This is an optimization exercise on Yosys and OpenROAD, whose aim is small area, a short achievable clock period and few clock cycles per item, not a production implementation.

Setup of raven:
==> flow/design.v <==
module gcd_multilane #(
    parameter int width_p = 32,
    parameter int els_p   = 4
) (
    input  logic                       clk_i,
    input  logic                       reset_i,
    input  logic [2*width_p-1:0]       data_i,
    input  logic                       v_i,
    output logic                       ready_o,
    output logic [width_p-1:0]         data_o,
    output logic                       v_o,
    input  logic                       yumi_i,
    output logic [$clog2(els_p+1)-1:0] count_o
);
    localparam int sh_w   = $clog2(width_p);
    localparam int max_sh = 7;
    function automatic logic [sh_w:0] ctz(input logic [width_p-1:0] x);
        logic [width_p-1:0]           v;
        logic [width_p-1:0][sh_w-1:0] c;
        for (int i = 0; i < width_p; i++) begin
            v[i] = x[i];
            c[i] = '0;
        end
        for (int l = 0; l < sh_w; l++) begin
            for (int i = 0; i < (width_p >> (l + 1)); i++) begin
                c[i] = v[2*i] ? c[2*i] : (c[2*i+1] | sh_w'(1 << l));
                v[i] = v[2*i] | v[2*i+1];
            end
        end
        ctz = {!v[0], c[0]};
    endfunction
    logic                busy_q;
    logic                fin_q;      
    logic [width_p-1:0]  a_q, b_q;
    logic [sh_w-1:0]     k_q;        
    logic                accept, retire, eq, found, k_zero, shift_a;
    assign eq      = (a_q == b_q);
    assign found   = eq && a_q[0];
    assign k_zero  = (k_q == '0);
    assign shift_a = !k_zero && fin_q;
    assign ready_o = !reset_i && !busy_q;
    assign v_o     = busy_q && k_zero && fin_q;
    assign data_o  = a_q;
    assign count_o = {{($clog2(els_p+1)-1){1'b0}}, busy_q};
    assign accept  = v_i && ready_o;
    assign retire  = yumi_i && v_o;
    logic [width_p-1:0]  g, p, gg, pp, g2, p2;
    logic [width_p-1:0]  diff, below, flip, a_step, b_step;
    logic [width_p+max_sh-1:0] ext;
    logic                neg, over, a_short;
    logic [width_p-1:0]  a_top;
    logic [sh_w-1:0]     k_new;
    logic                z_ab;
    assign {z_ab, k_new} = ctz(data_i[width_p-1:0] | data_i[2*width_p-1:width_p]);
    logic [max_sh:0]     x_lo;
    logic [2:0]          sh;
    always_comb begin
        g  = a_q & ~b_q;
        p  = ~(a_q ^ b_q);
        gg = g;
        pp = p;
        gg[0] = g[0] | p[0];      
        for (int l = 1; l < width_p; l = l * 2) begin
            g2 = gg;
            p2 = pp;
            for (int i = 0; i < width_p; i++) begin
                if ((i / l) % 2 == 1) begin
                    g2[i] = gg[i] | (pp[i] & gg[(i / l) * l - 1]);
                    p2[i] = pp[i] & pp[(i / l) * l - 1];
                end
            end
            gg = g2;
            pp = p2;
        end
        diff[0]  = ~p[0];
        below[0] = 1'b0;
        for (int i = 1; i < width_p; i++) begin
            diff[i]  = p[i] ^ gg[i-1];
            below[i] = ~pp[i-1];
        end
        neg  = ~gg[width_p-1];
        x_lo   = ~p[max_sh:0];
        sh     = 3'(ctz({{(width_p-max_sh-1){1'b0}}, x_lo}));
        over   = (x_lo == '0);
        for (int i = 0; i < width_p; i++) begin
            flip[i] = (i != 0) && (!over || (i + max_sh >= width_p) ||
                                   below[(i + max_sh) % width_p]);
        end
        ext    = {{max_sh{neg}}, diff} >> sh;
        b_step = ext[width_p-1:0] ^ ({width_p{neg}} & flip);
        a_top = a_q;
        for (int d = 1; d < width_p; d = d * 2) begin
            a_top = a_top | (a_top >> d);
        end
        a_short = |(b_q & ~a_top);
        if (!a_q[0])         a_step = b_q;
        else if (!b_q[0])    a_step = a_q;
        else if (a_short)    a_step = a_q;
        else                 a_step = b_q;
    end
    always_ff @(posedge clk_i) begin
        if (reset_i) begin
            busy_q <= 1'b0;
        end else if (accept) begin
            busy_q <= 1'b1;
        end else if (retire) begin
            busy_q <= 1'b0;
        end
    end
    always_ff @(posedge clk_i) begin
        if (accept) begin
            a_q     <= data_i[width_p-1:0];
            b_q     <= data_i[2*width_p-1:width_p];
            fin_q   <= z_ab;
            k_q     <= z_ab ? '0 : k_new;
        end else begin
            if (shift_a) begin
                a_q <= a_q << 1;
            end else if (!fin_q) begin
                a_q <= a_step;
            end
            b_q     <= b_step;
            fin_q   <= fin_q || found;
            if (shift_a) begin
                k_q <= k_q - 1'b1;
            end
        end
    end
endmodule
clock: 8.0 ns
lec_check: 0
cap_margin: 20
core_margin: 2
core_utilization: 62
cts_buf_list: sky130_fd_sc_hd__clkbuf_4 sky130_fd_sc_hd__clkbuf_8
setup_slack_margin: 4.0
slew_margin: 20
standard.sh (not shown) runs the stock make flow with config.mk's settings and CLKGATE_MAP_FILE= SYNTH_SCRIPT=/design/flow/synth_recipe.tcl, a recipe that flattens the netlist after the stock synthesis.
==> flow/flow/run.sh <==
#!/bin/bash
# The standard layout, with each port buffered by sky130_fd_sc_hd__buf_1
# instead of the delay-buffer cell buffer_ports picks by default.
set -euo pipefail
export BUFFER_PORTS_ARGS="-buffer_cell sky130_fd_sc_hd__buf_1"
bash standard.sh finish > flow_make.log 2>&1
Changes in umber relative to raven:
-- flow/design.v --
<<< raven, line 31
    endfunction
    logic                busy_q;
    logic                fin_q;      
    logic [width_p-1:0]  a_q, b_q;
    logic [sh_w-1:0]     k_q;        
    logic                accept, retire, eq, found, k_zero, shift_a;
    assign eq      = (a_q == b_q);
    assign found   = eq && a_q[0];
    assign k_zero  = (k_q == '0);
    assign shift_a = !k_zero && fin_q;
>>> umber, line 31
    endfunction
    logic                busy_q;
    logic                first_q;    
    logic                fin_q;      
    logic [width_p-1:0]  a_q, b_q;
    logic [sh_w-1:0]     k_q;        
    logic                accept, retire, eq, found, k_zero, shift_a;
    assign found   = eq && (a_q[0] || (first_q && z_ab));
    assign k_zero  = (k_q == '0);
    assign shift_a = !k_zero && fin_q;
<<< raven, line 48
    logic [width_p-1:0]  diff, below, flip, a_step, b_step;
    logic [width_p+max_sh-1:0] ext;
    logic                neg, over, a_short;
    logic [width_p-1:0]  a_top;
    logic [sh_w-1:0]     k_new;
    logic                z_ab;
    assign {z_ab, k_new} = ctz(data_i[width_p-1:0] | data_i[2*width_p-1:width_p]);
    logic [max_sh:0]     x_lo;
    logic [2:0]          sh;
>>> umber, line 48
    logic [width_p-1:0]  diff, below, flip, a_step, b_step;
    logic [width_p+max_sh-1:0] ext;
    logic                neg, z_ab, over;
    logic [sh_w-1:0]     k_new;
    logic [max_sh:0]     x_lo;
    logic [2:0]          sh;
<<< raven, line 80
        end
        neg  = ~gg[width_p-1];
        x_lo   = ~p[max_sh:0];
        sh     = 3'(ctz({{(width_p-max_sh-1){1'b0}}, x_lo}));
>>> umber, line 77
        end
        neg  = ~gg[width_p-1];
        eq   = pp[width_p-1];
        x_lo   = ~p[max_sh:0];
        sh     = 3'(ctz({{(width_p-max_sh-1){1'b0}}, x_lo}));
<<< raven, line 89
        ext    = {{max_sh{neg}}, diff} >> sh;
        b_step = ext[width_p-1:0] ^ ({width_p{neg}} & flip);
        a_top = a_q;
        for (int d = 1; d < width_p; d = d * 2) begin
            a_top = a_top | (a_top >> d);
        end
        a_short = |(b_q & ~a_top);
        if (!a_q[0])         a_step = b_q;
        else if (!b_q[0])    a_step = a_q;
        else if (a_short)    a_step = a_q;
        else                 a_step = b_q;
    end
    always_ff @(posedge clk_i) begin
>>> umber, line 87
        ext    = {{max_sh{neg}}, diff} >> sh;
        b_step = ext[width_p-1:0] ^ ({width_p{neg}} & flip);
        if (!a_q[0])         a_step = b_q;
        else if (!b_q[0])    a_step = a_q;
        else if (neg)        a_step = a_q;
        else                 a_step = b_q;
        {z_ab, k_new} = ctz(a_q | b_q);
    end
    always_ff @(posedge clk_i) begin
<<< raven, line 112
            a_q     <= data_i[width_p-1:0];
            b_q     <= data_i[2*width_p-1:width_p];
            fin_q   <= z_ab;
            k_q     <= z_ab ? '0 : k_new;
        end else begin
            if (shift_a) begin
>>> umber, line 106
            a_q     <= data_i[width_p-1:0];
            b_q     <= data_i[2*width_p-1:width_p];
            first_q <= 1'b1;
            fin_q   <= 1'b0;
            k_q     <= '0;
        end else begin
            if (shift_a) begin
<<< raven, line 121
            end
            b_q     <= b_step;
            fin_q   <= fin_q || found;
            if (shift_a) begin
                k_q <= k_q - 1'b1;
            end
>>> umber, line 116
            end
            b_q     <= b_step;
            first_q <= 1'b0;
            fin_q   <= fin_q || found;
            if (first_q && !found) begin
                k_q <= z_ab ? '0 : k_new;
            end else if (shift_a) begin
                k_q <= k_q - 1'b1;
            end
==> notes.md <==
- Routed wire length: umber > raven
- umber ends up with lower average detailed-routed wire length per instance than raven does.
- On final clock period utilization by the worst path, umber and raven are basically level.
- raven leaves more setup margin than umber.
- Share of post-route cells with drive strength above 1 (umber over raven): increase, 1.7 points
- NOTE: clock net sink count in umber exceeds that of raven
- Per the comparison of umber with raven, area fraction in compound gates after synthesis went down by 0.27 points; register-to-register slack was more or less identical; final-layout non-clock buffer area share was more or less identical; clock-buffer cell count went up by 1.
Function was not checked in any run of this note: the RTL went through the layout flow alone.

## afterwards: timing with drivers on the ports
No port has a modelled driver above. Below, the same layouts with a new extraction and two added sets of constraints. Step 1 (the two cells are an assumption about what drives the block):
set clk [get_ports {clk_i}]
set_driving_cell -lib_cell sky130_fd_sc_hd__clkbuf_16 $clk
set_driving_cell -lib_cell sky130_fd_sc_hd__buf_2 [delete_from_list [all_inputs] $clk]
Step 2 moves the port delays by t, midway between the first and last clock arrival at a register: inputs arrive t later, outputs are due t later. That takes back most of the time a late clock gives input paths. Slacks: ideal / step 1 / step 2; pairs: ideal / step 1.
| run | t, ns | slack for setup (ns) | hold slack, ns | latest minus earliest clock arrival (ns) | slew at the worst register clock pin (ns) |
|---|---|---|---|---|---|
| raven | 0.373 | 4.131 / 4.131 / 4.131 | 0.540 / 0.540 / 0.540 | 0.015 / 0.015 | 0.09 / 0.09 |
| umber | 0.418 | 4.120 / 4.120 / 4.007 | 0.507 / 0.507 / 0.507 | 0.020 / 0.020 | 0.10 / 0.10 |
After both steps setup and hold are still met in every run listed. The setup slack of umber, which loses most, moves by 0.000 ns with the drivers and by -0.113 ns with both steps.
